Source: an optimization exercise on an open RTL-to-GDS flow (aim: small area and a short achievable clock period). Production flows keep margins and buffers that such runs may drop.
RTL that was checked went through simulation tests only; none was proved equivalent to the original.
Only the layout flow was run in runs 1 and 2; the RTL was not checked for function there.
Power is estimated from default activity; no workload was simulated.

==> flow/design.v <==
module sram_aoi222 (
    input  logic a1, a2, b1, b2, c1, c2,
    output logic y
);
    assign y = !((a1 && a2) || (b1 && b2) || (c1 && c2));
endmodule
module sram_aoi22 (
    input  logic a1, a2, b1, b2,
    output logic y
);
    assign y = !((a1 && a2) || (b1 && b2));
endmodule
module sram_andn #(
    parameter int N = 11
) (
    input  logic [N-1:0] t,
    output logic         y_n
);
    assign y_n = &t;
endmodule
module sram_o21a (
    input  logic a1, a2, b1,
    output logic y
);
    assign y = (a1 || a2) && b1;
endmodule
module sram_lane (
    input  logic word_n,
    input  logic byte_n,
    output logic en
);
    assign en = !(word_n || byte_n);
endmodule
module sram_rdbit #(
    parameter int N = 32
) (
    input  logic [N-1:0] sel,
    input  logic [N-1:0] d,
    input  logic         ld_n,
    input  logic         hold_n,
    output logic         y_n
);
    localparam int NG = (N + 1) / 3;
    logic [N:0]    s_all;
    logic [N:0]    d_all;
    logic [NG-1:0] t;
    assign s_all = {ld_n, sel};
    assign d_all = {!hold_n, d};
    if (3*NG != N + 1) begin : g_bad
        $error("sram_rdbit: N + 1 must be a multiple of 3");
    end
    for (genvar g = 0; g < NG; g++) begin : g_aoi
        sram_aoi222 u_aoi (
            .a1(s_all[3*g]),   .a2(d_all[3*g]),
            .b1(s_all[3*g+1]), .b2(d_all[3*g+1]),
            .c1(s_all[3*g+2]), .c2(d_all[3*g+2]),
            .y(t[g])
        );
    end
    sram_andn #(.N(NG)) u_or (.t(t), .y_n(y_n));
endmodule
module sram_bank #(
    parameter int ADDR_WIDTH = 5,
    parameter int DATA_WIDTH = 64
) (
    input  logic                    clk,
    input  logic                    rst_n,
    input  logic                    req_valid,
    output logic                    req_ready,
    input  logic                    req_we,
    input  logic [ADDR_WIDTH-1:0]   req_addr,
    input  logic [DATA_WIDTH-1:0]   req_wdata,
    input  logic [DATA_WIDTH/8-1:0] req_be,
    output logic                    rsp_valid,
    input  logic                    rsp_ready,
    output logic [DATA_WIDTH-1:0]   rsp_rdata,
    output logic                    init_busy
);
    localparam int DEPTH = 2 ** ADDR_WIDTH;
    localparam int NB    = DATA_WIDTH / 8;
    localparam int LO    = ADDR_WIDTH / 2;          
    localparam int HI    = ADDR_WIDTH - LO;
    logic [DATA_WIDTH-1:0] mem_q [DEPTH];
    logic                  done_q;
    logic                  done_o_q;
    logic                  done_r_q;
    logic [ADDR_WIDTH-1:0] init_cnt;
    logic                  last_cnt;
    assign last_cnt = &init_cnt;
    always_ff @(posedge clk or negedge rst_n) begin
        if (!rst_n) begin
            done_q   <= 1'b0;
            done_o_q <= 1'b0;
            done_r_q <= 1'b0;
            init_cnt <= '0;
        end else begin
            done_q   <= done_q   || last_cnt;
            done_o_q <= done_o_q || last_cnt;
            done_r_q <= done_r_q || last_cnt;
            if (!done_q) init_cnt <= init_cnt + 1'b1;
        end
    end
    logic rv_q;
    logic rv_r_q;
    assign init_busy = rst_n && !done_o_q;
    logic rv_r_n;
    assign rv_r_n = !rv_r_q;
    sram_o21a u_ready (.a1(rv_r_n), .a2(rsp_ready), .b1(done_r_q), .y(req_ready));
    logic rsp_ld;        
    logic acc;           
    assign rsp_ld = !rv_q || rsp_ready;
    assign acc    = req_valid && rsp_ld;
    logic [ADDR_WIDTH-1:0] w_addr;
    logic [NB-1:0]         w_byte_n;
    logic [DATA_WIDTH-1:0] w_data;
    logic [2**LO-1:0]      w_lo;
    logic [2**HI-1:0]      w_hi;
    logic [DEPTH-1:0]      w_word_n;
    assign w_addr   = done_q ? req_addr : init_cnt;
    assign w_byte_n = done_q ? ~(req_be & {NB{acc && req_we}}) : '0;
    assign w_data   = done_q ? req_wdata : '0;
    always_comb begin
        for (int j = 0; j < 2**LO; j++) w_lo[j] = (w_addr[LO-1:0] == LO'(j));
        for (int k = 0; k < 2**HI; k++) w_hi[k] = (w_addr[ADDR_WIDTH-1:LO] == HI'(k));
        for (int w = 0; w < DEPTH; w++) w_word_n[w] = !(w_lo[w % 2**LO] && w_hi[w / 2**LO]);
    end
    for (genvar w = 0; w < DEPTH; w++) begin : g_word
        for (genvar b = 0; b < NB; b++) begin : g_byte
            logic lane_en;
            sram_lane u_lane (.word_n(w_word_n[w]), .byte_n(w_byte_n[b]), .en(lane_en));
            always_ff @(posedge clk) begin
                if (lane_en) begin
                    mem_q[w][8*b +: 8] <= w_data[8*b +: 8];
                end
            end
        end
    end
    logic                  rd_accept;
    logic [2**LO-1:0]      r_lo;
    logic [2**HI-1:0]      r_hi;
    logic [DEPTH-1:0]      rsel;
    logic                  rsp_ld_n;
    logic [DATA_WIDTH-1:0] rword_n;
    logic [DATA_WIDTH-1:0] rdata_n_q;
    assign rd_accept = done_q && acc && !req_we;
    always_comb begin
        for (int j = 0; j < 2**LO; j++) r_lo[j] = (req_addr[LO-1:0] == LO'(j));
        for (int k = 0; k < 2**HI; k++) r_hi[k] = rsp_ld && (req_addr[ADDR_WIDTH-1:LO] == HI'(k));
        for (int w = 0; w < DEPTH; w++) rsel[w] = r_lo[w % 2**LO] && r_hi[w / 2**LO];
    end
    assign rsp_ld_n = !rsp_ld;
    for (genvar i = 0; i < DATA_WIDTH; i++) begin : g_rd
        logic [DEPTH-1:0] col;
        for (genvar w = 0; w < DEPTH; w++) begin : g_col
            assign col[w] = mem_q[w][i];
        end
        sram_rdbit #(.N(DEPTH)) u_rd (
            .sel(rsel), .d(col), .ld_n(rsp_ld_n), .hold_n(rdata_n_q[i]), .y_n(rword_n[i])
        );
    end
    always_ff @(posedge clk or negedge rst_n) begin
        if (!rst_n) begin
            rsp_valid <= 1'b0;
            rv_q      <= 1'b0;
            rv_r_q    <= 1'b0;
        end else begin
            if (!rsp_valid || rsp_ready) rsp_valid <= rd_accept;
            if (!rv_q      || rsp_ready) rv_q      <= rd_accept;
            if (!rv_r_q    || rsp_ready) rv_r_q    <= rd_accept;
        end
    end
    always_ff @(posedge clk) begin
        rdata_n_q <= rword_n;
    end
    assign rsp_rdata = ~rdata_n_q;
endmodule
==> flow/flow/run.sh <==
#!/bin/bash
# Standard ORFS layout (the standard.sh) with three changes:
#  - port buffers are sky130_fd_sc_hd__buf_2 cells,
#  - the resizer may swap a cell for one of another footprint,
#  - CTS clusters up to 25 sinks within 80 um and inserts no dummy loads.
# make's full output goes to flow_make.log here; ORFS's per-step logs stay
# under orfs/logs/.
set -euo pipefail
bash standard.sh \
  MATCH_CELL_FOOTPRINT=0 \
  "BUFFER_PORTS_ARGS=-buffer_cell sky130_fd_sc_hd__buf_2" \
  "CTS_ARGS=-sink_clustering_enable -repair_clock_nets -dont_use_dummy_load -sink_clustering_size 25 -sink_clustering_max_diameter 80" \
  finish > flow_make.log 2>&1
==> flow/standard.sh <==
#!/bin/bash
# synth_recipe.tcl (not shown) runs the flow's synth.tcl, then flattens the netlist and writes it again
# the make line also repeats each setting of config.mk as NAME=value (left out here)
make -C /OpenROAD-flow-scripts/flow DESIGN_CONFIG=/design/flow/config.mk WORK_HOME=/design/flow/orfs CLKGATE_MAP_FILE= SYNTH_SCRIPT=/design/flow/synth_recipe.tcl "${@:-finish}"
==> flow/config.mk <==
export PLATFORM = sky130hd
export DESIGN_NAME = sram_bank
export DESIGN_NICKNAME = sram_bank
export VERILOG_FILES = /design/flow/design.v
export SDC_FILE = /design/flow/constraint.sdc
export NUM_CORES = 4
export LEC_CHECK = 0
export CAP_MARGIN = 20
export CORE_MARGIN = 2
export CORE_UTILIZATION = 70
export SETUP_SLACK_MARGIN = 2.6
export SLEW_MARGIN = 20
export SYNTH_HIERARCHICAL = 1
export SYNTH_MINIMUM_KEEP_SIZE = 0
==> flow/constraint.sdc <==
create_clock -name core_clock -period 5.0 [get_ports {clk}]
set_input_delay 1.0000 -clock core_clock [delete_from_list [all_inputs] [get_ports {clk}]]
set_output_delay 1.0000 -clock core_clock [all_outputs]
set_load 0.01 [all_outputs]
==> impl_metrics.toml, run 1 <==
[sta]
skew_ns = 0.0314
fmax_mhz = 356
slew-limit-headroom_pct = 42.0
fin_ws_ns = 2.19
tns_ns = 0
worst_pin_slew_ns = 0.864
period_minus_slack_ns = 2.81
min_period_over_period_pct = 56.1
finalMaxSlewViolations = 0
setup_viol = 0
grt_setup_unrepaired = "yes"
hold_violations = 0

[synth]
synthTopCellsByArea = "edfxtp_1 (82%), a222oi_1 (9.4%), dfxtp_1 (1.7%)"
async_reset_ff_share_pct = 0.518
netlist_top_cells_count = "edfxtp_1 (2048), a222oi_1 (704), nor2_1 (256), inv_1 (131), nand4_1 (128)"
syn_area_mm2 = 0.0752
synth-seq-area-share_pct = 83.8
ys.flop_type = "edfxtp_1"
ys_seq_elements = 2123
synth-edff-count = 2048
synth.most_common_cell = "edfxtp_1"
synth_top_area_share_pct = 81.7
synth_top_area_cell = "edfxtp_1"
ys_types = 45
synth_cells = 3705
yosys_warnings = 8
syn-num-nets = 3789
syn_avg_cell_area_um2 = 20.3

[placement]
gp_congestion = 0.914
dp_hpwl_mm = 129
io_buffers = 148
pre_cts_slack_ns = 0.765
dp_cells = 5334

[global_route]
grt_max_degree = 49
grt_pass1_vias = 42755
grt_pass1_wl_mm = 319
antenna_found_initial = 13
track_usage_pct = 41.8
overflow = 0

[layout]
syn_to_final_growth_pct = 15.9
final_nets = 4312
fill_cells = 5101
fin_cells = 5646
drive_gt1_share_pct = 25.2

[worst_setup_path]
crit_type = "in -> reg"
startpoint = "req_addr[4]"
cp.buffers_inverters = 3
cp_slowest_cell = "a222oi_1"
slowest_delay_ns = 0.70
crit_family = "simple AND/OR/NAND/NOR gates"
path_cells = "buf_2 -> nand2b_4 -> buf_6 -> nor4_4 -> buf_6 -> a222oi_1 -> nand3_1 -> nor3_2"
cp.arrival_ns = 3.46
required_ns = 5.66
cp_max_fo = 40
path_common_cell = "buf_6"
reg2reg_from = "rv_q$_DFFE_PN0P_"
cp-start-kind = "input pin"
worst_setup_path_end_kind = "flip-flop"

[die]
start_util_pct = 70.4
rows = 120
io_pins = 149
die_h_um = 332
die_x_um = 332
core_mm2 = 0.107
die_area_mm2 = 0.110

[clocking]
htreeDepth = 3
cts_tree = "built"
path_clk_slew_ns = 0.11
cts_buffers = 94
clock_latency_ns = 0.73
cts.sinks = 2123
clk_path_buf_depth = 3
cts_root_buffer = "clkbuf_16"

[drt]
viasPerCell = 8.13
drc = 0
routed_wl_mm = 241
postRouteAntennaNets = 0
dr.pass1.iters = 10
routedWlPerCell_um = 42.7
drtIter0Drc = 11542
dr_total_vias = 45882

[power]
seq_power_share_pct = 66.2
p_sw_share_pct = 21.2
p_leak_nw = 27.0
p_sw_mw = 6.32
pwr-share-comb_pct = 5.7
clockPowerShare_pct = 28.1
power_density_mw_per_mm2 = 342
p_int_mw = 23.5
vdd_drop_max_mv = 0.287

[run]
cap_viol_max_count = 0

[min_path]
hp-class = "in -> async"

[outcome]
status = "timing/DRC/antenna clean"
-- layout make-up --
cell class                      count  area, um2  area share (%)
Tap cell                         1403       1760            2.01
Clock buffer                       94       2350            2.70
Inverter                          132        526           0.603
Timing Repair inverter              5       85.1          0.0976
Timing Repair Buffer              458       5090            5.84
Antenna cell                       17       42.5          0.0488
Multi-Input combinational cell   1414      14300            16.4
Sequential cell                  2123      63100            72.4
-- flip-flops by register name (all words and copies together) (netlist names) --
signal     count
mem_q       2048
rdata_n_q     64
init_cnt       5
done_o_q       1
done_q         1
done_r_q       1
rsp_valid      1
rv_q           1
rv_r_q         1
-- metrics by stage --
stage	power (mW)	utilization, %	instance area, um2	hold slack, ns
after floorplan	20.8	-	75600	0.437
after global placement	21.4	73.9	79000	0.476
after detailed placement	21.5	73.9	79000	0.470
after CTS	29.6	79.8	85300	0.0564
after global routing	30.3	81.5	87100	0.0745
final	29.8	81.6	87200	0.0749
-- Yosys stat by module (local to each module, per instance), excerpt --
module	flops+latches	area, um2	times used
sram_aoi222	0	10.0	704
sram_o21a	0	7.51	1
sram_bank	2123	65200	1
sram_lane	0	3.75	256
-- power by group through the flow --
stage | sequential, mW | combinational, mW | clock (mW)
finish | 19.7 | 1.70 | 8.36
global placement | 20.1 | 1.30 | 0
global route | 19.7 | 1.73 | 8.86
floorplan | 20.0 | 0.720 | 0
detailed placement | 20.1 | 1.35 | 0
CTS | 19.7 | 1.55 | 8.29
-- metal layers --
layer,wire length (um),global-route usage [%],share of wire [%]
met1,74100,57.4,31
met4,18300,23.6,7.6
met2,106000,60.9,44
met5,97,0,0.040
met3,42700,12.5,18
-- layout by cell type (no fill, tap or decap), types with 6 or more instances in the layout --
| cell | synthesis | final |
|---|---|---|
| o22ai_4 | 0 | 30 |
| buf_12 | 0 | 90 |
| nor2_4 | 0 | 236 |
| dfxtp_2 | 0 | 10 |
| dfxtp_1 | 64 | 54 |
| a222oi_1 | 704 | 704 |
| buf_16 | 0 | 6 |
| clkbuf_8 | 0 | 6 |
| edfxtp_1 | 2048 | 2048 |
| and4bb_2 | 7 | 7 |
| nand4_1 | 128 | 128 |
| nor3_2 | 64 | 65 |
| buf_2 | 14 | 144 |
| buf_4 | 1 | 112 |
| buf_8 | 0 | 15 |
| nor4b_4 | 3 | 22 |
| clkbuf_16 | 0 | 116 |
| and2_2 | 0 | 52 |
| a31oi_2 | 0 | 7 |
| nor4_4 | 0 | 18 |
| buf_6 | 7 | 61 |
| and2_1 | 65 | 13 |
| nand3_1 | 64 | 63 |
| diode_2 | 0 | 17 |
| dfrtp_1 | 11 | 6 |
| nor2_2 | 0 | 20 |
| inv_1 | 131 | 129 |
-- kinds of logic after synthesis --
family,count (synthesis),share of synthesized area (%)
buffers and inverters,168,0.959
AO/OA/AOI/OAI,747,9.72
adder cells (fa/ha/maj),2,0.0332
flip-flops,2123,83.8
XOR/XNOR,3,0.0349
AND/OR/NAND/NOR,660,5.42
multiplexers,2,0.0299
-- path summary, 6_finish.rpt --
kind                       cells past startpoint                      end  slack (ns)
max reg2reg                                   10     rdata_n_q[8]$_DFF_P_        2.21
min in group core_clock                        2       rv_r_q$_DFFE_PN0P_        0.48
max in group asynchronous                      1         done_q$_DFF_PN0_        4.75
min reg2reg                                    1       done_r_q$_DFF_PN0_        0.50
max                                            8     rdata_n_q[8]$_DFF_P_        2.19
min                                            1  init_cnt[3]$_DFFE_PN0N_        0.07
-- what timing repair did --
action / 4_1_cts / 5_1_grt
resized for setup: 654 / 207
buffers inserted: 98 / 59
endpoints found under the hold margin: 0 / 0
pin swaps: 171 / 199
hold buffers: 0 / 0
endpoints found under the setup margin: 3372 / 1958
gates cloned: 30 / 14
==> inputs of run 2 (changes only) <==
--- a/flow/config.mk
+++ b/flow/config.mk
@@ -7,7 +7,7 @@
 export LEC_CHECK = 0
 export CAP_MARGIN = 20
 export CORE_MARGIN = 2
-export CORE_UTILIZATION = 70
+export CORE_UTILIZATION = 60
 export SETUP_SLACK_MARGIN = 2.6
 export SLEW_MARGIN = 20
 export SYNTH_HIERARCHICAL = 1
==> run 2 against run 1 <==
Effect of this change: critical path type unchanged; count of clock-buffer cells in the layout grew 4; critical endpoint is now rdata_n_q[31]$_DFF_P_; largest power group unchanged; critical path depth grew 1; hold slack gained 0.22 ns; clock skew grew 0.052 ns; sequential power is essentially flat.
==> impl_metrics.toml, run 2 <==
[outcome]
status = "timing/DRC/antenna clean"

[sta]
grt_setup_unrepaired = "yes"
period_minus_slack_ns = 2.59
skew_ns = 0.0830
min_period_over_period_pct = 51.8
finalMaxSlewViolations = 0
fmax_mhz = 386
slew-limit-headroom_pct = 46.2
tns_ns = 0
setup_viol = 0
hold_violations = 0
worst_pin_slew_ns = 0.807

[layout]
largest_register_ffs = 2048
final_common_cell = "edfxtp_1"
final_nets = 4265
mostFrequentLayoutCells = "edfxtp_1 (2048), a222oi_1 (704), nor2_4 (201)"
drive_gt1_share_pct = 23.8
fin_cells = 5824
top_register = "mem_q"
fill_cells = 7695
syn_to_final_growth_pct = 14.6
top_regs = "mem_q (2048), rdata_n_q (64), init_cnt (5)"

[clocking]
clock_latency_ns = 0.71
htreeDepth = 3
clk_path_buf_depth = 3
cts.sinks = 2123
cts_hold_buffers = 0
cts_buffers = 98
cts_root_buffer = "clkbuf_16"
cts_tree = "built"
path_clk_slew_ns = 0.10

[power]
seq_power_share_pct = 66.1
vdd_drop_max_mv = 0.292
p_sw_share_pct = 20.9
power_density_mw_per_mm2 = 346
p_leak_nw = 26.7
p_int_mw = 23.6
pwr-share-comb_pct = 5.3
clockPowerShare_pct = 28.6
p_sw_mw = 6.24

[drt]
dr.pass1.iters = 13
routed_wl_mm = 222
dr_total_vias = 43485
routedWlPerCell_um = 38.0
viasPerCell = 7.47
drtIter0Drc = 9546
postRouteAntennaNets = 0
drc = 0

[die]
die_h_um = 358
die_x_um = 358
io_pins = 149
rows = 129
die_area_mm2 = 0.128
core_mm2 = 0.124
start_util_pct = 60.6

[worst_setup_path]
crit_type = "in -> reg"
cp_max_fo = 40
required_ns = 5.64
cp.arrival_ns = 3.24
worst_setup_path_end_kind = "flip-flop"
cp-start-kind = "input pin"

[synth]
synth_top_area_share_pct = 81.7
synth-edff-count = 2048
yosys_warnings = 8
synth_cells = 3705
syn-num-nets = 3789
netlist_top_cells_count = "edfxtp_1 (2048), a222oi_1 (704), nor2_1 (256), inv_1 (131), nand4_1 (128)"
ys.flop_type = "edfxtp_1"
ys_seq_elements = 2123
synth.most_common_cell = "edfxtp_1"
synthTopCellsByArea = "edfxtp_1 (82%), a222oi_1 (9.4%), dfxtp_1 (1.7%)"
syn_area_mm2 = 0.0752
ys_types = 45
synth-seq-area-share_pct = 83.8
syn_avg_cell_area_um2 = 20.3
synth_top_area_cell = "edfxtp_1"
async_reset_ff_share_pct = 0.518

[placement]
dp_cells = 5580
dp_hpwl_mm = 131
io_buffers = 148
gp_congestion = 0.858

[run]
cap_viol_max_count = 0

[global_route]
grt_max_degree = 65
grt_pass1_wl_mm = 307
overflow = 0
antenna_found_initial = 11
track_usage_pct = 34.3
grt_pass1_vias = 41315

[min_path]
hp-class = "in -> async"
-- run 2: cell types whose count changed in the layout (fill, tap and decap cells not counted), sizes merged --
cell    change
clkinv      -2
buf        -30
inv         -1
clkbuf     -14
diode       -9
-- run 2: area by class of cell --
type	instances	area, um2	area share [%]
Timing Repair inverter	2	36.3	0.0421
Sequential cell	2123	63100	73.1
Multi-Input combinational cell	1414	14000	16.2
Inverter	132	526	0.609
Timing Repair Buffer	410	4120	4.78
Antenna cell	8	20.0	0.0232
Clock buffer	98	2450	2.84
Tap cell	1637	2050	2.37
-- run 2: path summary, 6_finish.rpt --
kind	startpoint	endpoint	slack (ns)	cells past startpoint
worst min register to register	mem_q[13][29]$_DFFE_PP_	rdata_n_q[29]$_DFF_P_	0.55	3
worst min-delay path	rst_n	done_o_q$_DFF_PN0_	0.30	2
min in group core_clock	rsp_ready	rsp_valid$_DFFE_PN0P_	0.49	2
worst max register to register	rv_q$_DFFE_PN0P_	rdata_n_q[31]$_DFF_P_	2.47	8
max in group asynchronous	rst_n	init_cnt[0]$_DFFE_PN0N_	4.43	2
worst max-delay path	rsp_ready	rdata_n_q[31]$_DFF_P_	2.41	9
-- run 2: through the flow --
step / hold slack, ns / worst slack [ns] / util [%] / power, mW / area, um2
floorplan: 0.437 / 1.34 / - / 20.8 / 75600
global placement: 0.460 / 0.895 / 64.0 / 21.5 / 79400
detailed placement: 0.473 / 0.802 / 64.1 / 21.5 / 79500
CTS: 0.251 / 2.37 / 68.9 / 29.8 / 85500
global route: 0.273 / 2.40 / 69.5 / 30.6 / 86200
finish: 0.297 / 2.41 / 69.5 / 29.8 / 86300
-- run 2: modules after synthesis, one instance, submodules excluded, excerpt --
module / area (um2) / flip-flops and latches
sram_aoi222: 10.0 / 0
sram_bank: 65200 / 2123
sram_lane: 3.75 / 0
sram_o21a: 7.51 / 0
-- run 2: kinds of logic (layout without fill, tap and decap cells) --
family / after synthesis / count (layout) / synth area share [%]
DFF: 2123 / 2123 / 83.8
and+or+nand+nor: 660 / 660 / 5.42
muxes: 2 / 2 / 0.0299
other: 0 / 8 / 0
buffers and inverters: 168 / 642 / 0.959
adders and majority gates: 2 / 2 / 0.0332
xor gates and xnor gates: 3 / 3 / 0.0349
AOI/OAI and AO/OA: 747 / 747 / 9.72
-- run 2: layer usage --
layer,vias up,part of all wire [%],track usage [%]
li1,17545,-,-
met1,22449,37,50.1
met2,3177,46,51.8
met3,310,14,7.98
met4,4,3.6,11.9
met5,-,0.012,0
-- run 2: what timing repair did --
item                                     CTS  global route
buffers inserted                          97            26
gates resized for setup                  633            99
pin swaps                                118           100
cloned                                    14             1
endpoints found under the setup margin  3189          1814
-- run 2: power groups by stage --
stage                     clock network (mW)  registers [mW]  logic [mW]
after floorplan                            0            20.0       0.720
after global placement                     0            20.1        1.35
after detailed placement                   0            20.1        1.39
after CTS                               8.57            19.7        1.54
after global routing                    9.17            19.7        1.67
final                                   8.52            19.7        1.60
-- run 2: worst max-delay path, cell delays in order --
cell and delay (ns):
buf_8 0.10, or2b_4 0.31, clkinv_16 0.11, buf_4 0.15, nor4_4 0.05, buf_12 0.21
a222oi_1 0.75, nand4_1 0.31, nor3_2 0.19
==> inputs of run 3 (changes only) <==
--- a/flow/design.v
+++ b/flow/design.v
@@ -17,12 +17,6 @@
     output logic         y_n
 );
     assign y_n = &t;
-endmodule
-module sram_o21a (
-    input  logic a1, a2, b1,
-    output logic y
-);
-    assign y = (a1 || a2) && b1;
 endmodule
 module sram_lane (
     input  logic word_n,
@@ -103,9 +97,7 @@
     logic rv_q;
     logic rv_r_q;
     assign init_busy = rst_n && !done_o_q;
-    logic rv_r_n;
-    assign rv_r_n = !rv_r_q;
-    sram_o21a u_ready (.a1(rv_r_n), .a2(rsp_ready), .b1(done_r_q), .y(req_ready));
+    assign req_ready = done_r_q && (!rv_r_q || rsp_ready);
     logic rsp_ld;        
     logic acc;           
     assign rsp_ld = !rv_q || rsp_ready;
--- a/flow/config.mk
+++ b/flow/config.mk
@@ -7,7 +7,7 @@
 export LEC_CHECK = 0
 export CAP_MARGIN = 20
 export CORE_MARGIN = 2
-export CORE_UTILIZATION = 60
+export CORE_UTILIZATION = 50
 export SETUP_SLACK_MARGIN = 2.6
 export SLEW_MARGIN = 20
 export SYNTH_HIERARCHICAL = 1
==> run 3 against run 2 <==
Effect of this change: final cell count rose by 8.0%; sequential power barely moved; setup slack improved by 0.027 ns; largest power group unchanged.
==> impl_metrics.toml, run 3 <==
[clocking]
cts_buffers = 100
clk_path_buf_depth = 3
htreeDepth = 3
cts_tree = "built"
path_clk_slew_ns = 0.10
cts_root_buffer = "clkbuf_16"
cts.sinks = 2123
clock_latency_ns = 0.74
cts_hold_buffers = 0

[global_route]
grt_pass1_wl_mm = 304
track_usage_pct = 28.1
overflow = 0
grt_pass1_vias = 40644
grt_max_degree = 49
antenna_found_initial = 8

[sta]
finalMaxSlewViolations = 0
tns_ns = 0
grt_setup_unrepaired = "yes"
hold_violations = 0
period_minus_slack_ns = 2.57
setup_viol = 0
skew_ns = 0.0610
fmax_mhz = 390
fin_ws_ns = 2.43
worst_pin_slew_ns = 1.12
min_period_over_period_pct = 51.3
slew-limit-headroom_pct = 25.2

[worst_setup_path]
rrSetupSlack_ns = 2.49
cp_max_fo = 12
worst_setup_path_end_kind = "primary output"
cp.arrival_ns = 1.57
r2r_end = "mem_q[21][26]$_DFFE_PP_"
reg2regPathDepth = 7
required_ns = 4.00
crit_type = "in -> out"
reg2reg_from = "done_q$_DFF_PN0_"
cp-start-kind = "input pin"
cp-endpoint = "init_busy"
startpoint = "rst_n"

[power]
seq_power_share_pct = 65.8
finalPower_mw = 30.0
power_density_mw_per_mm2 = 344
clockPowerShare_pct = 28.9
p_sw_share_pct = 21.1
pwr-share-comb_pct = 5.3
p_sw_mw = 6.32
p_leak_nw = 27.0
p_int_mw = 23.7
vdd_drop_max_mv = 0.263

[min_path]
hp-class = "in -> async"

[drt]
dr_total_vias = 43064
viasPerCell = 6.85
routedWlPerCell_um = 35.1
drc = 0
dr.pass1.iters = 8
routed_wl_mm = 221
postRouteAntennaNets = 0
drtIter0Drc = 8160

[die]
die_h_um = 392
core_mm2 = 0.150
die_area_mm2 = 0.154
start_util_pct = 50.3
die_x_um = 392
io_pins = 149
rows = 142

[layout]
final_nets = 4358
top_register = "mem_q"
drive_gt1_share_pct = 25.0
final_common_cell = "edfxtp_1"
syn_to_final_growth_pct = 16.0
fill_cells = 10897
design_area_mm2 = 0.0873
top_regs = "mem_q (2048), rdata_n_q (64), init_cnt (5)"
ff_latch_area_mm2 = 0.0631
multi_input_area_mm2 = 0.0141
mostFrequentLayoutCells = "edfxtp_1 (2048), a222oi_1 (704), buf_4 (228)"
largest_register_ffs = 2048

[synth]
yosys_warnings = 8
syn_area_mm2 = 0.0752
synth-edff-count = 2048
synth_cells = 3705
synthTopCellsByArea = "edfxtp_1 (82%), a222oi_1 (9.4%), dfxtp_1 (1.7%)"
synth.most_common_cell = "edfxtp_1"
synth_top_area_cell = "edfxtp_1"
netlist_top_cells_count = "edfxtp_1 (2048), a222oi_1 (704), nor2_1 (256), inv_1 (130), nand4_1 (128)"
async_reset_ff_share_pct = 0.518
ys_types = 42
syn-num-nets = 3789
ys_seq_elements = 2123
syn_avg_cell_area_um2 = 20.3
synth_top_area_share_pct = 81.7
synth-seq-area-share_pct = 83.8
ys.flop_type = "edfxtp_1"

[placement]
placed_cell_area_mm2 = 0.0803
io_buffers = 148
pre_cts_slack_ns = 1.11
dp_hpwl_mm = 132
gp_congestion = 0.807

[run]
cap_viol_max_count = 0

[outcome]
status = "timing/DRC/antenna clean"
==> run 3: metal layers <==
layer | share of wire [%] | vias up | routed length, um | global-route usage (%)
met5 | 0.019 | - | 41 | 0
met4 | 3.5 | 6 | 7820 | 9.87
met3 | 12 | 314 | 25500 | 5.74
met2 | 47 | 2620 | 104000 | 43.6
met1 | 38 | 22402 | 83400 | 39.7
li1 | - | 17722 | - | -
==> run 3: cells by family (layout without fill, tap and decap cells) <==
kind of cell	count (synthesis)	in the layout	synth area share, %
compound gates	746	750	9.71
xor+xnor	3	3	0.0349
fa+ha+maj	2	2	0.0333
buf+inv	167	730	0.960
flops	2123	2123	83.8
mux	2	2	0.0299
other cells	0	2	0
simple gates	662	662	5.42
==> run 3: repair_timing <==
item	4_1_cts	5_1_grt
resized for setup	529	139
gates cloned	7	5
pin swaps	58	86
setup buffers	119	48
setup endpoints to repair	2559	1054
==> run 3: final cells by class <==
cell class	count	area share, %
timing repair buffer	497	5.19
sequential	2123	72.3
multi-input combinational	1419	16.1
tap	2016	2.89
antenna	2	0.00573
inverter	131	0.598
clock buffer	100	2.87
timing repair inverter	2	0.0573
==> run 3: how the worst min path moves through the flow <==
stage / startpoint / to / slack (ns) / cells after the start
detailed placement: done_o_q$_DFF_PN0_ / done_o_q$_DFF_PN0_ / 0.47 / 1
CTS: rst_n / init_cnt[2]$_DFFE_PN0N_ / 0.01 / 1
finish: rst_n / init_cnt[2]$_DFFE_PN0N_ / 0.04 / 1
global placement: done_r_q$_DFF_PN0_ / done_r_q$_DFF_PN0_ / 0.45 / 1
global route: rst_n / init_cnt[2]$_DFFE_PN0N_ / 0.03 / 1
floorplan: done_r_q$_DFF_PN0_ / done_r_q$_DFF_PN0_ / 0.43 / 1
==> run 3: Yosys stat by module (local to each module, per instance), a selection <==
module / flip-flops and latches / cell area (um2) / copies in the design
sram_aoi222: 0 / 10.0 / 704
sram_bank: 2123 / 65200 / 1
sram_lane: 0 / 3.75 / 256
==> run 3: power groups by stage <==
stage	Combinational, mW	Clock [mW]	Sequential [mW]
2_1_floorplan	0.719	0	20.0
3_3_place_gp	1.35	0	20.1
3_5_place_dp	1.38	0	20.1
4_1_cts	1.52	8.79	19.7
5_1_grt	1.67	9.38	19.7
6_report	1.59	8.68	19.7
==> run 3: worst max-delay path: stages <==
cell and delay (ns):
buf_12 0.14, nor2b_4 0.28, buf_6 0.14
==> run 3: stage by stage <==
stage | hold slack [ns] | utilization, % | std cells
floorplan | 0.430 | - | 3705
global placement | 0.450 | 53.7 | 6006
detailed placement | 0.466 | 53.7 | 6009
CTS | 0.0101 | 57.5 | 6235
global route | 0.0313 | 58.3 | 6288
finish | 0.0403 | 58.3 | 6290
==> inputs of run 4 (changes only) <==
--- a/flow/config.mk
+++ b/flow/config.mk
@@ -7,7 +7,8 @@
 export LEC_CHECK = 0
 export CAP_MARGIN = 20
 export CORE_MARGIN = 2
-export CORE_UTILIZATION = 50
+export CORE_UTILIZATION = 60
+export PLACE_DENSITY = 0.72
 export SETUP_SLACK_MARGIN = 2.6
 export SLEW_MARGIN = 20
 export SYNTH_HIERARCHICAL = 1
==> run 4 against run 3 <==
Effect of this change: first-iteration DRC count rose by 27%; highest routed layer is now met4; hold slack improved by 0.16 ns; sequential power about the same; register-to-register slack lost 0.08 ns; largest power group unchanged; via count rose by 4.1%; count of clock-buffer cells in the layout down 4; non-clock buffer count down 23.
==> impl_metrics.toml, run 4 <==
[outcome]
status = "timing/DRC/antenna clean"

[sta]
period_minus_slack_ns = 2.67
hold_violations = 0
skew_ns = 0.0752
finalMaxSlewViolations = 0
min_period_over_period_pct = 53.4
slew-limit-headroom_pct = 48.9
fin_ws_ns = 2.33
tns_ns = 0
fin_hold_ws_ns = 0.198
fmax_mhz = 375
setup_viol = 0
worst_pin_slew_ns = 0.767
grt_setup_unrepaired = "yes"

[synth]
synth.most_common_cell = "edfxtp_1"
syn_area_mm2 = 0.0752
synth_top_area_cell = "edfxtp_1"
synthTopCellsByArea = "edfxtp_1 (82%), a222oi_1 (9.4%), dfxtp_1 (1.7%)"
syn-num-nets = 3789
ys_seq_elements = 2123
netlist_top_cells_count = "edfxtp_1 (2048), a222oi_1 (704), nor2_1 (256), inv_1 (130), nand4_1 (128)"
ys.flop_type = "edfxtp_1"
synth_top_area_share_pct = 81.7
ys_types = 42
syn_avg_cell_area_um2 = 20.3
synth-seq-area-share_pct = 83.8
yosys_warnings = 8
synth-edff-count = 2048
synth_cells = 3705
async_reset_ff_share_pct = 0.518

[die]
rows = 129
die_x_um = 358
core_mm2 = 0.124
die_area_mm2 = 0.128
start_util_pct = 60.6
die_h_um = 358
io_pins = 149

[worst_setup_path]
worst_setup_path_end_kind = "flip-flop"
cp-endpoint = "rdata_n_q[11]$_DFF_P_"
required_ns = 5.63
reg2reg_from = "rv_q$_DFFE_PN0P_"
rrSetupSlack_ns = 2.41
startpoint = "req_addr[0]"
reg2regPathDepth = 9
r2r_end = "rdata_n_q[11]$_DFF_P_"
crit_type = "in -> reg"
cp_max_fo = 32
cp.arrival_ns = 3.30
cp-start-kind = "input pin"

[run]
cap_viol_max_count = 0

[layout]
top_regs = "mem_q (2048), rdata_n_q (64), init_cnt (5)"
final_common_cell = "edfxtp_1"
top_register = "mem_q"
largest_register_ffs = 2048
syn_to_final_growth_pct = 15.7
final_nets = 4332
design_area_mm2 = 0.0870
drive_gt1_share_pct = 25.2
mostFrequentLayoutCells = "edfxtp_1 (2048), a222oi_1 (704), nor2_4 (209)"

[clocking]
cts_buffers = 96
clock_latency_ns = 0.73
cts_tree = "built"
cts.sinks = 2123
clk_path_buf_depth = 3
path_clk_slew_ns = 0.10
htreeDepth = 3
cts_root_buffer = "clkbuf_16"

[drt]
dr.pass1.iters = 15
drc = 0
drtIter0Drc = 10335
viasPerCell = 7.61
dr_total_vias = 44814
routedWlPerCell_um = 37.9
routed_wl_mm = 223
postRouteAntennaNets = 0

[global_route]
grt_pass1_vias = 41749
grtUsageMet1_pct = 45.7
overflow = 0
grt_busiest_layer = "met2"
grtUsageMet2_pct = 51.8
grt_max_degree = 65
grt_pass1_wl_mm = 300
track_usage_pct = 33.2
antenna_found_initial = 3
met3_usage_pct = 7.31

[placement]
io_buffers = 148
pre_cts_slack_ns = 0.697
placed_cell_area_mm2 = 0.0795
gp_congestion = 0.864
dp_hpwl_mm = 126

[power]
power_density_mw_per_mm2 = 343
p_leak_nw = 26.9
vdd_drop_max_mv = 0.273

[min_path]
hp-class = "in -> async"
## run 4: kinds of logic after synthesis
logic type | synth area share [%]
and+or+nand+nor | 5.42
DFF | 83.8
adders and majority gates | 0.0333
buffers and inverters | 0.960
AOI/OAI and AO/OA | 9.71
muxes | 0.0299
xor gates and xnor gates | 0.0349
## run 4: critical path: stages
cell and delay [ns]:
clkbuf_4 0.27, nand2b_4 0.32, buf_4 0.17, nor4b_4 0.05
buf_6 0.24, a222oi_1 0.55, nand4_1 0.43, nor3_2 0.24
## run 4: how the worst min path moves through the flow
stage,startpoint,cells after the start,endpoint
after floorplan,done_r_q$_DFF_PN0_,1,done_r_q$_DFF_PN0_
after global routing,rst_n,2,rv_r_q$_DFFE_PN0P_
after global placement,done_o_q$_DFF_PN0_,1,done_o_q$_DFF_PN0_
final,rst_n,2,done_q$_DFF_PN0_
after detailed placement,done_o_q$_DFF_PN0_,1,done_o_q$_DFF_PN0_
after CTS,rst_n,2,done_q$_DFF_PN0_
## run 4: layout make-up
type / instances / area, um2
Timing Repair inverter: 3 / 37.5
Sequential cell: 2123 / 63100
Fill cell: 7195 / 37100
Inverter: 131 / 522
Timing Repair Buffer: 474 / 4700
Antenna cell: 7 / 17.5
Clock buffer: 96 / 2400
Multi-Input combinational cell: 1419 / 14200
Tap cell: 1637 / 2050
## run 4: timing repair
action                                  4_1_cts  5_1_grt
hold endpoints to repair                      0        0
setup buffers                               121       60
pin swaps                                    68      104
gates cloned                                  9       10
gates resized for setup                     568      175
endpoints found under the setup margin     3240     1334
hold buffers                                  0        0
## run 4: per-module statistics from Yosys (local to each module, per instance), a selection
| module | cells | flip-flops and latches |
|---|---|---|
| sram_bank | 2425 | 2123 |
| sram_aoi222 | 1 | 0 |
| sram_lane | 1 | 0 |
## run 4: per-layer routing
layer  up-vias  routed length (um)  share of wire [%]
li1      17690                   -                  -
met1     22523               74600                 33
met2      3996              103000                 46
met3       605               32500                 15
met4         0               13300                6.0
met5         -                   0                  0
## run 4: per-stage QoR
stage          utilization (%)  cells  power (mW)
2_1_floorplan                -   3705        20.8
3_3_place_gp              64.0   5581        21.5
3_5_place_dp              64.1   5587        21.5
4_1_cts                   68.9   5813        29.7
5_1_grt                   70.1   5883        30.5
6_report                  70.1   5890        29.8
## run 4: power breakdown
part / switching (mW) / internal, mW / total, mW
sequential: 0.136 / 19.6 / 19.7
combinational: 1.13 / 0.508 / 1.64
clock: 5.01 / 3.43 / 8.45
==> inputs of run 5 (changes only) <==
--- a/flow/config.mk
+++ b/flow/config.mk
@@ -8,8 +8,8 @@
 export CAP_MARGIN = 20
 export CORE_MARGIN = 2
 export CORE_UTILIZATION = 60
-export PLACE_DENSITY = 0.72
 export SETUP_SLACK_MARGIN = 2.6
 export SLEW_MARGIN = 20
 export SYNTH_HIERARCHICAL = 1
 export SYNTH_MINIMUM_KEEP_SIZE = 0
+export TNS_END_PERCENT = 30
==> run 5 against run 4 <==
Effect of this change: clock skew down 0.032 ns; largest cell class unchanged; sequential share of layout area up 0.73 points; power about the same.
==> impl_metrics.toml, run 5 <==
[outcome]
status = "timing/DRC/antenna clean"

[sta]
tns_ns = 0
finalMaxSlewViolations = 0
min_period_over_period_pct = 51.4
period_minus_slack_ns = 2.57
skew_ns = 0.0436
fmax_mhz = 389
hold_violations = 0
slew-limit-headroom_pct = 30.6
setup_viol = 0
grt_setup_unrepaired = "yes"
worst_pin_slew_ns = 1.04
fin_ws_ns = 2.43

[layout]
mostFrequentLayoutCells = "edfxtp_1 (2048), a222oi_1 (704), buf_4 (162)"
fill_cells = 7693
multi_input_area_mm2 = 0.0137
final_nets = 4294
top_register = "mem_q"
ff_latch_area_mm2 = 0.0631
syn_to_final_growth_pct = 14.5
final_common_cell = "edfxtp_1"
drive_gt1_share_pct = 24.0
largest_register_ffs = 2048
fin_cells = 5848
design_area_mm2 = 0.0862
top_regs = "mem_q (2048), rdata_n_q (64), init_cnt (5)"

[die]
start_util_pct = 60.6
io_pins = 149
die_x_um = 358
die_h_um = 358
die_area_mm2 = 0.128
core_mm2 = 0.124
rows = 129

[worst_setup_path]
reg2regPathDepth = 5
rrSetupSlack_ns = 2.43
worst_setup_path_end_kind = "flip-flop"
crit_family = "buffers and inverters"
cp-endpoint = "mem_q[26][28]$_DFFE_PP_"
reg2reg_from = "done_q$_DFF_PN0_"
crit_type = "reg -> reg"
cp.depth = 5
path_common_cell = "buf_4"
cp-start-kind = "flip-flop"
r2r_end = "mem_q[26][28]$_DFFE_PP_"
slowest_delay_ns = 0.58
cp.buffers_inverters = 2
cp_slowest_cell = "dfrtp_4"
cp_max_fo = 11
path_cells = "buf_4 -> and4bb_2 -> o22ai_4 -> buf_4 -> nor2_4"
required_ns = 5.44
startpoint = "done_q$_DFF_PN0_"
cp.arrival_ns = 3.00

[clocking]
cts.sinks = 2123
clk_path_buf_depth = 3
htreeDepth = 3
path_clk_slew_ns = 0.09
cts_buffers = 98
clock_latency_ns = 0.74
cts_root_buffer = "clkbuf_16"
cts_tree = "built"
cts_hold_buffers = 0

[synth]
ys_types = 42
yosys_warnings = 8
synthTopCellsByArea = "edfxtp_1 (82%), a222oi_1 (9.4%), dfxtp_1 (1.7%)"
synth_top_area_share_pct = 81.7
synth-seq-area-share_pct = 83.8
syn_avg_cell_area_um2 = 20.3
synth-edff-count = 2048
syn-num-nets = 3789
async_reset_ff_share_pct = 0.518
ys.flop_type = "edfxtp_1"
synth_cells = 3705
synth_top_area_cell = "edfxtp_1"
ys_seq_elements = 2123
netlist_top_cells_count = "edfxtp_1 (2048), a222oi_1 (704), nor2_1 (256), inv_1 (130), nand4_1 (128)"
synth.most_common_cell = "edfxtp_1"
syn_area_mm2 = 0.0752

[placement]
gp_congestion = 0.850
placed_cell_area_mm2 = 0.0796
pre_cts_slack_ns = 1.00
dp_hpwl_mm = 131
io_buffers = 148
dp_cells = 5591

[global_route]
antenna_found_initial = 5
track_usage_pct = 32.9
overflow = 0
grt_pass1_vias = 41347
grt_max_degree = 49
grt_pass1_wl_mm = 296

[drt]
dr.pass1.iters = 10
dr_total_vias = 43448
viasPerCell = 7.43
routed_wl_mm = 225
routedWlPerCell_um = 38.4
drtIter0Drc = 9089
drc = 0
postRouteAntennaNets = 0

[power]
p_leak_nw = 26.7
vdd_drop_max_mv = 0.305
power_density_mw_per_mm2 = 346
finalPower_mw = 29.8

[run]
cap_viol_max_count = 0

[min_path]
hp-class = "in -> async"
[run 5: changes by cell type in the layout (fill, tap and decap cells not counted), sizes merged]
cell and change:
a31oi -4, buf -46, clkbuf +11, clkinv +3, diode -4, inv -2
[run 5: Yosys stat by module (local to each module, per instance), a selection]
module	cells	flops+latches	cell area, um2
sram_lane	1	0	3.75
sram_aoi222	1	0	10.0
sram_bank	2425	2123	65200
[run 5: worst min-delay path by stage]
stage	startpoint	end	slack [ns]	cells past startpoint
floorplan	done_r_q$_DFF_PN0_	done_r_q$_DFF_PN0_	0.43	1
finish	rst_n	done_r_q$_DFF_PN0_	0.08	1
detailed placement	done_o_q$_DFF_PN0_	done_o_q$_DFF_PN0_	0.47	1
global route	rst_n	done_o_q$_DFF_PN0_	0.05	1
global placement	done_r_q$_DFF_PN0_	done_r_q$_DFF_PN0_	0.45	1
CTS	rst_n	rsp_valid$_DFFE_PN0P_	0.16	1
[run 5: power by group]
part / internal, mW / switching (mW)
clock network: 3.50 / 5.02
logic: 0.487 / 1.10
registers: 19.6 / 0.113
[run 5: repair_timing]
action                      CTS  global route
pin swaps                    31            85
setup endpoints to repair  3653          1928
gates resized for setup     370           233
gates cloned                  2            23
buffers inserted             62            69
[run 5: per-stage QoR]
step                      hold WS [ns]  util, %
after floorplan                  0.430        -
after global placement           0.448     64.1
after detailed placement         0.469     64.1
after CTS                        0.157     67.8
final                           0.0788     69.4
after global routing            0.0470     69.4
[run 5: cell families (layout without fill, tap and decap cells)]
| kind of cell | count (synthesis) | in the layout | share of synthesized area [%] |
|---|---|---|---|
| buffers and inverters | 167 | 670 | 0.960 |
| flip-flops | 2123 | 2123 | 83.8 |
| XOR/XNOR | 3 | 3 | 0.0349 |
| multiplexers | 2 | 2 | 0.0299 |
| adder cells (fa/ha/maj) | 2 | 2 | 0.0333 |
| other | 0 | 3 | 0 |
| AO/OA/AOI/OAI | 746 | 746 | 9.71 |
| AND/OR/NAND/NOR | 662 | 662 | 5.42 |
[run 5: area by class of cell]
class	count	share of cell area [%]
sequential	2123	73.2
multi-input combinational	1415	15.9
timing repair buffer	437	4.93
clock buffer	98	2.85
tap	1637	2.38
inverter	131	0.606
timing repair inverter	4	0.102
antenna	3	0.00871
[run 5: worst reg2reg max path: stages, from the launching register on]
cell and delay (ns):
dfrtp_4 0.58, buf_4 0.24, and4bb_2 0.31, o22ai_4 0.52
buf_4 0.49, nor2_4 0.16
[run 5: layer usage]
metal  vias up  track usage [%]  routed length (um)
met4         0             11.4                9980
met3       396             6.56               28500
met2      3100             52.2              106000
met1     22390             46.3               80500
li1      17562                -                   -
met5         -                0                   0
==> inputs of run 6 (changes only) <==
--- a/flow/config.mk
+++ b/flow/config.mk
@@ -12,4 +12,3 @@
 export SLEW_MARGIN = 20
 export SYNTH_HIERARCHICAL = 1
 export SYNTH_MINIMUM_KEEP_SIZE = 0
-export TNS_END_PERCENT = 30
==> run 6 against run 5 <==
Effect of this change: hold slack improved by 0.13 ns; clock power barely moved; core utilization barely moved; clock skew fell by 0.0019 ns; routed wire length fell by 2.5%; area after synthesis did not move; via count fell by 1.1%; design area barely moved; sequential power barely moved; critical path type is now in -> out; largest cell class unchanged; largest power group unchanged.
==> impl_metrics.toml, run 6 <==
[outcome]
status = "timing/DRC/antenna clean"

[drt]
dr_total_vias = 42979
drc = 0
drtIter0Drc = 8788
dr.pass1.iters = 10
postRouteAntennaNets = 0
routedWlPerCell_um = 37.5
routed_wl_mm = 219
viasPerCell = 7.35

[sta]
hold_violations = 0
finalMaxSlewViolations = 0
setup_viol = 0
fmax_mhz = 404
slew-limit-headroom_pct = 28.3
worst_pin_slew_ns = 1.08
min_period_over_period_pct = 49.4
skew_ns = 0.0417
period_minus_slack_ns = 2.47
tns_ns = 0
grt_setup_unrepaired = "yes"
fin_ws_ns = 2.53

[global_route]
grt_pass1_wl_mm = 301
grt_max_degree = 49
grt_pass1_vias = 41716
overflow = 0
track_usage_pct = 33.6
antenna_found_initial = 6

[placement]
dp_hpwl_mm = 131
dp_cells = 5591
io_buffers = 148
gp_congestion = 0.850
pre_cts_slack_ns = 1.00
placed_cell_area_mm2 = 0.0796

[layout]
fin_cells = 5848
top_regs = "mem_q (2048), rdata_n_q (64), init_cnt (5)"
mostFrequentLayoutCells = "edfxtp_1 (2048), a222oi_1 (704), nor2_4 (175)"
final_nets = 4290
fill_cells = 7670
top_register = "mem_q"
largest_register_ffs = 2048
drive_gt1_share_pct = 24.4
design_area_mm2 = 0.0862
final_common_cell = "edfxtp_1"
syn_to_final_growth_pct = 14.6

[synth]
synth.most_common_cell = "edfxtp_1"
synth_top_area_cell = "edfxtp_1"
ys.flop_type = "edfxtp_1"
syn_area_mm2 = 0.0752
syn_avg_cell_area_um2 = 20.3
synth_top_area_share_pct = 81.7
async_reset_ff_share_pct = 0.518
synth-edff-count = 2048
ys_types = 42
synth_cells = 3705
yosys_warnings = 8
synthTopCellsByArea = "edfxtp_1 (82%), a222oi_1 (9.4%), dfxtp_1 (1.7%)"
synth-seq-area-share_pct = 83.8
syn-num-nets = 3789
netlist_top_cells_count = "edfxtp_1 (2048), a222oi_1 (704), nor2_1 (256), inv_1 (130), nand4_1 (128)"
ys_seq_elements = 2123

[worst_setup_path]
required_ns = 4.00
cp.buffers_inverters = 2
path_common_cell = "buf_6"
cp-start-kind = "input pin"
path_cells = "buf_6 -> nand2b_4 -> and2_4 -> buf_6"
crit_type = "in -> out"
worst_setup_path_end_kind = "primary output"
cp_slowest_cell = "nand2b_4"
cp_max_fo = 3
cp.arrival_ns = 1.47
crit_family = "simple AND/OR/NAND/NOR gates"
slowest_delay_ns = 0.13

[die]
rows = 129
io_pins = 149
start_util_pct = 60.6
die_x_um = 358
core_mm2 = 0.124
die_area_mm2 = 0.128
die_h_um = 358

[clocking]
cts_buffers = 98
htreeDepth = 3
path_clk_slew_ns = 0.08
clk_path_buf_depth = 3
cts_tree = "built"
cts_hold_buffers = 0
clock_latency_ns = 0.74
cts.sinks = 2123
cts_root_buffer = "clkbuf_16"

[power]
power_density_mw_per_mm2 = 345
vdd_drop_max_mv = 0.305
finalPower_mw = 29.8
p_leak_nw = 26.6

[min_path]
hp-class = "in -> async"

[run]
cap_viol_max_count = 0
## run 6: area by class of cell
| type | count | area (um2) | share of cell area (%) |
|---|---|---|---|
| Sequential cell | 2123 | 63100 | 73.2 |
| Multi-Input combinational cell | 1415 | 14000 | 16.2 |
| Timing Repair Buffer | 432 | 4010 | 4.65 |
| Clock buffer | 98 | 2450 | 2.84 |
| Tap cell | 1637 | 2050 | 2.38 |
| Inverter | 131 | 522 | 0.605 |
| Timing Repair inverter | 5 | 98.8 | 0.115 |
| Antenna cell | 7 | 17.5 | 0.0203 |
## run 6: cells by family after synthesis
logic type	count (synthesis)	share of synthesized area [%]
DFF	2123	83.8
AOI/OAI and AO/OA	746	9.71
and+or+nand+nor	662	5.42
buffers and inverters	167	0.960
xor gates and xnor gates	3	0.0349
muxes	2	0.0299
adders and majority gates	2	0.0333
## run 6: report_power, final
part           internal (mW)  switching (mW)
sequential              19.6           0.113
clock                   3.50            5.01
combinational          0.472            1.09
## run 6: worst paths after layout
check / cells past startpoint / slack (ns) / endpoint / from
worst min-delay path: 2 / 0.21 / done_o_q$_DFF_PN0_ / rst_n
worst min register to register: 1 / 0.49 / done_o_q$_DFF_PN0_ / done_o_q$_DFF_PN0_
min in group core_clock: 1 / 0.49 / done_o_q$_DFF_PN0_ / done_o_q$_DFF_PN0_
worst max-delay path: 4 / 2.53 / req_ready / rsp_ready
max in group asynchronous: 2 / 4.58 / done_q$_DFF_PN0_ / rst_n
worst max register to register: 7 / 2.54 / mem_q[9][3]$_DFFE_PP_ / done_q$_DFF_PN0_
## run 6: per-layer routing
| layer | track usage (%) | wire length (um) | vias to the layer above |
|---|---|---|---|
| li1 | - | - | 17572 |
| met1 | 47.0 | 79100 | 22152 |
| met2 | 52.5 | 103000 | 2859 |
| met3 | 7.27 | 27300 | 394 |
| met4 | 13.1 | 9880 | 2 |
| met5 | 0 | 16 | - |
## run 6: what timing repair did
item / CTS / global route
gates cloned: 12 / 5
buffers inserted: 89 / 46
pin swaps: 68 / 61
gates resized for setup: 546 / 106
endpoints found under the setup margin: 3653 / 1424
## run 6: through the flow
stage	hold WS [ns]	utilization, %
2_1_floorplan	0.430	-
3_3_place_gp	0.448	64.1
3_5_place_dp	0.469	64.1
4_1_cts	0.173	68.6
5_1_grt	0.190	69.4
6_report	0.208	69.4
## run 6: per-module statistics from Yosys, one instance, submodules excluded, excerpt
module / times used / cell area [um2] / flip-flops and latches
sram_bank: 1 / 65200 / 2123
sram_lane: 256 / 3.75 / 0
sram_aoi222: 704 / 10.0 / 0
==> inputs of run 7 (changes only) <==
--- a/flow/config.mk
+++ b/flow/config.mk
@@ -8,7 +8,7 @@
 export CAP_MARGIN = 20
 export CORE_MARGIN = 2
 export CORE_UTILIZATION = 60
-export SETUP_SLACK_MARGIN = 2.6
+export SETUP_SLACK_MARGIN = 2.75
 export SLEW_MARGIN = 20
 export SYNTH_HIERARCHICAL = 1
 export SYNTH_MINIMUM_KEEP_SIZE = 0
==> run 7 against run 6 <==
Effect of this change: synthesized cell count did not move; power rose by 1.3%; largest power group unchanged; highest routed layer is now met4; critical endpoint is now rdata_n_q[32]$_DFF_P_; global-route usage rose by 3.9 points.
==> impl_metrics.toml, run 7 <==
[sta]
fmax_mhz = 377
grt_setup_unrepaired = "yes"
finalMaxSlewViolations = 0
slew-limit-headroom_pct = 35.5
worst_pin_slew_ns = 0.968
fin_ws_ns = 2.35
setup_viol = 0
skew_ns = 0.0414
min_period_over_period_pct = 53.1
period_minus_slack_ns = 2.65
hold_violations = 0
tns_ns = 0

[power]
power_density_mw_per_mm2 = 332
p_leak_nw = 28.4
vdd_drop_max_mv = 0.281
seq_power_share_pct = 65.5
p_sw_share_pct = 21.2
p_sw_mw = 6.40
clockPowerShare_pct = 28.1
finalPower_mw = 30.2
pwr-share-comb_pct = 6.4
p_int_mw = 23.8

[die]
rows = 129
die_x_um = 358
core_mm2 = 0.124
die_h_um = 358
io_pins = 149
die_area_mm2 = 0.128
start_util_pct = 60.6

[clocking]
clk_path_buf_depth = 3
cts_tree = "built"
cts_root_buffer = "clkbuf_16"
cts.sinks = 2123
htreeDepth = 3
clock_latency_ns = 0.72
cts_buffers = 96
path_clk_slew_ns = 0.10

[layout]
drive_gt1_share_pct = 30.5
top_register = "mem_q"
top_regs = "mem_q (2048), rdata_n_q (64), init_cnt (5)"
syn_to_final_growth_pct = 20.6
final_nets = 4519
mostFrequentLayoutCells = "edfxtp_1 (2048), a222oi_1 (704), nor2_4 (256)"
largest_register_ffs = 2048
final_common_cell = "edfxtp_1"

[synth]
synth-seq-area-share_pct = 83.8
syn-num-nets = 3789
synth_top_area_cell = "edfxtp_1"
async_reset_ff_share_pct = 0.518
yosys_warnings = 8
ys_seq_elements = 2123
synth-edff-count = 2048
ys.flop_type = "edfxtp_1"
ys_types = 42
synth_cells = 3705
syn_area_mm2 = 0.0752
synth.most_common_cell = "edfxtp_1"
synthTopCellsByArea = "edfxtp_1 (82%), a222oi_1 (9.4%), dfxtp_1 (1.7%)"
synth_top_area_share_pct = 81.7
syn_avg_cell_area_um2 = 20.3
netlist_top_cells_count = "edfxtp_1 (2048), a222oi_1 (704), nor2_1 (256), inv_1 (130), nand4_1 (128)"

[worst_setup_path]
cp-start-kind = "input pin"
worst_setup_path_end_kind = "flip-flop"
crit_type = "in -> reg"
rrSetupSlack_ns = 2.42
cp_max_fo = 32
required_ns = 5.62
cp.arrival_ns = 3.28

[drt]
routed_wl_mm = 247
dr.max_layer_used = "met4"
drc = 0
postRouteAntennaNets = 0
drtIter0Drc = 10480
viasPerCell = 7.53
dr_total_vias = 45796
routedWlPerCell_um = 40.6
dr.pass1.iters = 9
wl_met2_mm = 112
met3WireLength_mm = 34.6
drt-met1-wl_mm = 84.6

[placement]
io_buffers = 148
dp_hpwl_mm = 132
pre_cts_slack_ns = 0.981
gp_congestion = 0.854

[outcome]
status = "timing/DRC/antenna clean"

[global_route]
overflow = 0
antenna_found_initial = 16
track_usage_pct = 37.5
grt_pass1_vias = 43357
grt_pass1_wl_mm = 330
grt_max_degree = 51

[run]
cap_viol_max_count = 0

[min_path]
hp-class = "in -> async"
## run 7: area by class of cell
cell class,instances,area (um2)
Timing Repair Buffer,664,8070
Inverter,131,517
Clock buffer,96,2400
Sequential cell,2123,63200
Fill cell,7208,33400
Multi-Input combinational cell,1415,14400
Antenna cell,9,22.5
Tap cell,1637,2050
Timing Repair inverter,4,71.3
## run 7: power by group through the flow
stage | sequential [mW] | clock [mW] | combinational (mW)
after global placement | 20.1 | 0 | 1.34
after detailed placement | 20.1 | 0 | 1.38
final | 19.8 | 8.48 | 1.94
after floorplan | 20.0 | 0 | 0.719
after CTS | 19.7 | 8.50 | 1.80
after global routing | 19.8 | 9.10 | 2.00
## run 7: cell families (layout without fill, tap and decap cells)
| family | Yosys count | after routing | synth area share [%] |
|---|---|---|---|
| other cells | 0 | 9 | 0 |
| flops | 2123 | 2123 | 83.8 |
| mux | 2 | 2 | 0.0299 |
| fa+ha+maj | 2 | 2 | 0.0333 |
| compound gates | 746 | 746 | 9.71 |
| simple gates | 662 | 662 | 5.42 |
| xor+xnor | 3 | 3 | 0.0349 |
| buf+inv | 167 | 895 | 0.960 |
## run 7: final timing paths
kind | from | to | cells past startpoint
hold reg to reg | rv_r_q$_DFFE_PN0P_ | rv_r_q$_DFFE_PN0P_ | 2
hold / removal | rst_n | done_q$_DFF_PN0_ | 1
min in group core_clock | rsp_ready | rsp_valid$_DFFE_PN0P_ | 2
setup reg to reg | rv_q$_DFFE_PN0P_ | rdata_n_q[32]$_DFF_P_ | 11
max in group asynchronous | rst_n | init_cnt[4]$_DFFE_PN0N_ | 1
setup / recovery | rsp_ready | rdata_n_q[32]$_DFF_P_ | 11
## run 7: per-layer routing
metal,track usage (%),vias up
met5,0,-
met4,20.4,0
met3,7.81,602
met2,56.8,3760
met1,51.9,23356
li1,-,18078
## run 7: metrics by stage
| step | hold slack, ns | std cells | cell area, um2 | util, % |
|---|---|---|---|---|
| after global routing | 0.0965 | 6074 | 90700 | 73.1 |
| final | 0.120 | 6079 | 90800 | 73.1 |
| after CTS | 0.0837 | 5973 | 88800 | 71.5 |
| after detailed placement | 0.477 | 5597 | 79600 | 64.1 |
| after floorplan | 0.430 | 3705 | 75500 | - |
| after global placement | 0.464 | 5597 | 79600 | 64.1 |
## run 7: what timing repair did
item | CTS | global route
hold endpoints to repair | 0 | 0
hold buffers | 0 | 0
buffers inserted | 230 | 84
setup endpoints to repair | 3364 | 2116
pin swaps | 314 | 178
gates resized for setup | 1025 | 176
cloned | 50 | 13
## run 7: worst max-delay path, stage by stage
cell,delay (ns)
buf_8,0.10
nand2b_4,0.23
buf_12,0.18
clkinv_8,0.06
buf_4,0.11
buf_12,0.11
nor4_4,0.05
buf_6,0.20
a222oi_1,0.53
nand4_1,0.42
nor3_2,0.20
## run 7: Yosys stat by module, one instance, submodules excluded, a selection
module / cell area (um2) / cells inside / flops+latches
sram_lane: 3.75 / 1 / 0
sram_aoi222: 10.0 / 1 / 0
sram_bank: 65200 / 2425 / 2123
==> inputs of run 8 (changes only) <==
--- a/flow/config.mk
+++ b/flow/config.mk
@@ -8,7 +8,7 @@
 export CAP_MARGIN = 20
 export CORE_MARGIN = 2
 export CORE_UTILIZATION = 60
-export SETUP_SLACK_MARGIN = 2.75
+export SETUP_SLACK_MARGIN = 2.5
 export SLEW_MARGIN = 20
 export SYNTH_HIERARCHICAL = 1
 export SYNTH_MINIMUM_KEEP_SIZE = 0
==> run 8 against run 7 <==
Effect of this change: register-to-register slack lost 0.06 ns; flip-flop and latch count unchanged; die area unchanged; critical path type unchanged; clock skew shrank 0.0026 ns; largest cell class unchanged; still clean on timing, DRC and antenna; first-iteration DRC count decreased by 18%; clock power barely moved; via count shrank 7.1%; hold slack got worse by 0.024 ns; highest routed layer is now met5; design area down 6.4%.
==> impl_metrics.toml, run 8 <==
[global_route]
grt_pass1_vias = 41327
grt_pass1_wl_mm = 296
grt_max_degree = 49
track_usage_pct = 32.9
overflow = 0
antenna_found_initial = 7

[worst_setup_path]
crit_family = "simple AND/OR/NAND/NOR gates"
startpoint = "req_addr[2]"
crit_type = "in -> reg"
reg2regPathDepth = 5
cp.buffers_inverters = 2
r2r_end = "mem_q[5][10]$_DFFE_PP_"
cp_slowest_cell = "nor4b_2"
path_cells = "buf_4 -> nor4b_2 -> o22ai_2 -> buf_4 -> nor2_4"
path_common_cell = "buf_4"
worst_setup_path_end_kind = "flip-flop"
cp_max_fo = 14
cp.arrival_ns = 3.07
cp.depth = 5
reg2reg_from = "done_q$_DFF_PN0_"
slowest_delay_ns = 0.69
required_ns = 5.38
cp-endpoint = "mem_q[1][62]$_DFFE_PP_"
cp-start-kind = "input pin"
rrSetupSlack_ns = 2.36

[power]
p_sw_mw = 6.17
vdd_drop_max_mv = 0.303
clockPowerShare_pct = 28.6
pwr-share-comb_pct = 5.1
p_leak_nw = 26.3
p_int_mw = 23.5
power_density_mw_per_mm2 = 350
p_sw_share_pct = 20.8
seq_power_share_pct = 66.3

[layout]
top_regs = "mem_q (2048), rdata_n_q (64), init_cnt (5)"
ff_latch_area_mm2 = 0.0631
multi_input_area_mm2 = 0.0136
final_util_pct = 68.4
fill_cells = 7847
drive_gt1_share_pct = 23.2
top_register = "mem_q"
syn_to_final_growth_pct = 12.9
largest_register_ffs = 2048
final_nets = 4240
final_common_cell = "edfxtp_1"
mostFrequentLayoutCells = "edfxtp_1 (2048), a222oi_1 (704), buf_4 (167)"

[sta]
tns_ns = 0
setup_viol = 0
skew_ns = 0.0387
min_period_over_period_pct = 53.8
period_minus_slack_ns = 2.69
grt_setup_unrepaired = "yes"
hold_violations = 0
finalMaxSlewViolations = 0
fmax_mhz = 372
worst_pin_slew_ns = 1.07
slew-limit-headroom_pct = 28.9

[die]
die_h_um = 358
die_area_mm2 = 0.128
die_x_um = 358
io_pins = 149
start_util_pct = 60.6
rows = 129
core_mm2 = 0.124

[synth]
synth_top_area_cell = "edfxtp_1"
synthXorXnorAreaFrac_pct = 0.0349
ys_types = 42
syn_area_mm2 = 0.0752
ys_seq_elements = 2123
syn-num-nets = 3789
synth_mux_area_share_pct = 0.0299
async_reset_ff_share_pct = 0.518
synth-edff-count = 2048
netlist_top_cells_count = "edfxtp_1 (2048), a222oi_1 (704), nor2_1 (256), inv_1 (130), nand4_1 (128)"
synth-seq-area-share_pct = 83.8
synth.most_common_cell = "edfxtp_1"
synth_top_family_by_area = "compound AO/OA/AOI/OAI gates"
synth_cells = 3705
synth_top_area_share_pct = 81.7
synth_compound_area_share_pct = 9.71
synth-simple-area-share_pct = 5.42
ys.flop_type = "edfxtp_1"
syn_avg_cell_area_um2 = 20.3
yosys_warnings = 8
synthTopCellsByArea = "edfxtp_1 (82%), a222oi_1 (9.4%), dfxtp_1 (1.7%)"
synth_adder_area_share_pct = 0.0333

[min_path]
hp-class = "in -> async"

[clocking]
path_clk_slew_ns = 0.08
cts_hold_buffers = 0
cts.sinks = 2123
cts_buffers = 98
clock_latency_ns = 0.73
cts_tree = "built"
clk_path_buf_depth = 3
cts_root_buffer = "clkbuf_16"
htreeDepth = 3

[placement]
gp_congestion = 0.850
io_buffers = 148
dp_hpwl_mm = 131

[drt]
routedWlPerCell_um = 36.7
drc = 0
dr_total_vias = 42545
drtIter0Drc = 8546
routed_wl_mm = 212
dr.pass1.iters = 10
viasPerCell = 7.35
postRouteAntennaNets = 0

[outcome]
status = "timing/DRC/antenna clean"

[run]
cap_viol_max_count = 0
[run 8: Yosys stat by module, one instance, submodules excluded, a selection]
module	times used	cell area (um2)	flops+latches	cells
sram_bank	1	65200	2123	2425
sram_aoi222	704	10.0	0	1
sram_lane	256	3.75	0	1
[run 8: logic make-up (layout without fill, tap and decap cells)]
group	count (synthesis)	in the layout
AND/OR/NAND/NOR	662	662
multiplexers	2	2
adder cells (fa/ha/maj)	2	2
XOR/XNOR	3	3
other	0	1
flip-flops	2123	2123
AO/OA/AOI/OAI	746	746
buffers and inverters	167	616
[run 8: layer usage]
metal	routed length (um)	up-vias	share of wire, %	global-route usage, %
li1	-	17443	-	-
met3	24900	369	12	6.83
met2	100000	2742	47	52.3
met1	78500	21981	37	46.2
met4	8670	10	4.1	11.3
met5	59	-	0.028	0
[run 8: per-stage QoR]
step | cell area (um2) | setup slack (ns) | hold WS [ns] | instances | total power, mW
detailed placement | 79600 | 1.00 | 0.469 | 5591 | 21.5
global route | 84900 | 2.33 | 0.0709 | 5791 | 30.5
floorplan | 75500 | 1.31 | 0.430 | 3705 | 20.8
global placement | 79600 | 1.04 | 0.448 | 5591 | 21.4
finish | 84900 | 2.31 | 0.0962 | 5792 | 29.7
CTS | 84300 | 2.38 | 0.0612 | 5754 | 29.8
[run 8: repair_timing]
action                                  in CTS  in global routing
resized for setup                          412                 85
buffers inserted                            61                 36
endpoints found under the hold margin        0                  0
endpoints found under the setup margin    3445               1131
cloned                                       4                  1
pin swaps                                   27                 17
[run 8: how the worst min path moves through the flow]
stage | startpoint | endpoint | cells after the start
global placement | done_r_q$_DFF_PN0_ | done_r_q$_DFF_PN0_ | 1
global route | rst_n | rsp_valid$_DFFE_PN0P_ | 1
floorplan | done_r_q$_DFF_PN0_ | done_r_q$_DFF_PN0_ | 1
finish | rst_n | done_r_q$_DFF_PN0_ | 1
detailed placement | done_o_q$_DFF_PN0_ | done_o_q$_DFF_PN0_ | 1
CTS | rst_n | rsp_valid$_DFFE_PN0P_ | 1
[run 8: area by class of cell]
class	instances	share of cell area [%]
tap	1637	2.41
sequential	2123	74.2
clock buffer	98	2.89
inverter	131	0.614
multi-input combinational	1415	16.0
timing repair buffer	384	3.76
timing repair inverter	3	0.0457
antenna	1	0.00295
[run 8: power groups by stage]
| stage | Sequential (mW) | Combinational, mW | Clock (mW) |
|---|---|---|---|
| floorplan | 20.0 | 0.719 | 0 |
| global placement | 20.1 | 1.32 | 0 |
| detailed placement | 20.1 | 1.36 | 0 |
| CTS | 19.7 | 1.46 | 8.58 |
| global route | 19.7 | 1.59 | 9.16 |
| finish | 19.7 | 1.51 | 8.50 |
[run 8: worst register-to-register path, stage by stage (launching register included)]
cell and delay (ns):
dfrtp_4 0.56, buf_4 0.22, and4bb_2 0.31, o22ai_2 0.73, buf_4 0.42, nor2_4 0.13

-- port drivers added, routing unchanged --
No port has a modelled driver above. Below, the same layouts with a new extraction and two added sets of constraints.
Step 1: set_driving_cell puts a clkbuf_16 on clk and a buf_2 on each other input, an assumption about the parent block.
Step 2, shift: input delay + t, output delay - t, t = (earliest + latest rising clock arrival at the registers) / 2. This alone moves slack from input paths to output paths.
Slacks: no drivers / after step 1 / after step 2; pairs: no drivers / after step 1.
| run | t (ns) | setup slack, ns | worst setup path after step 2 | cell pins on the clock port's net |
|---|---|---|---|---|
| run 1 | 0.794 | 2.193 / 2.077 / 1.283 | input to register | 1 |
| run 2 | 0.749 | 2.408 / 2.413 / 1.680 | input to register | 1 |
| run 3 | 0.791 | 2.435 / 2.232 / 1.622 | input to register | 1 |
| run 4 | 0.770 | 2.330 / 2.221 / 1.451 | input to register | 1 |
| run 5 | 0.788 | 2.432 / 2.414 / 1.657 | input to register | 1 |
| run 6 | 0.788 | 2.528 / 2.461 / 1.673 | input to register | 1 |
| run 7 | 0.782 | 2.347 / 2.318 / 1.536 | input to register | 1 |
| run 8 | 0.786 | 2.311 / 2.274 / 1.488 | input to register | 1 |
After both steps setup and hold are still met in every run listed. The setup slack of run 1, which loses most, moves by -0.116 ns with the drivers and by -0.910 ns with both steps.
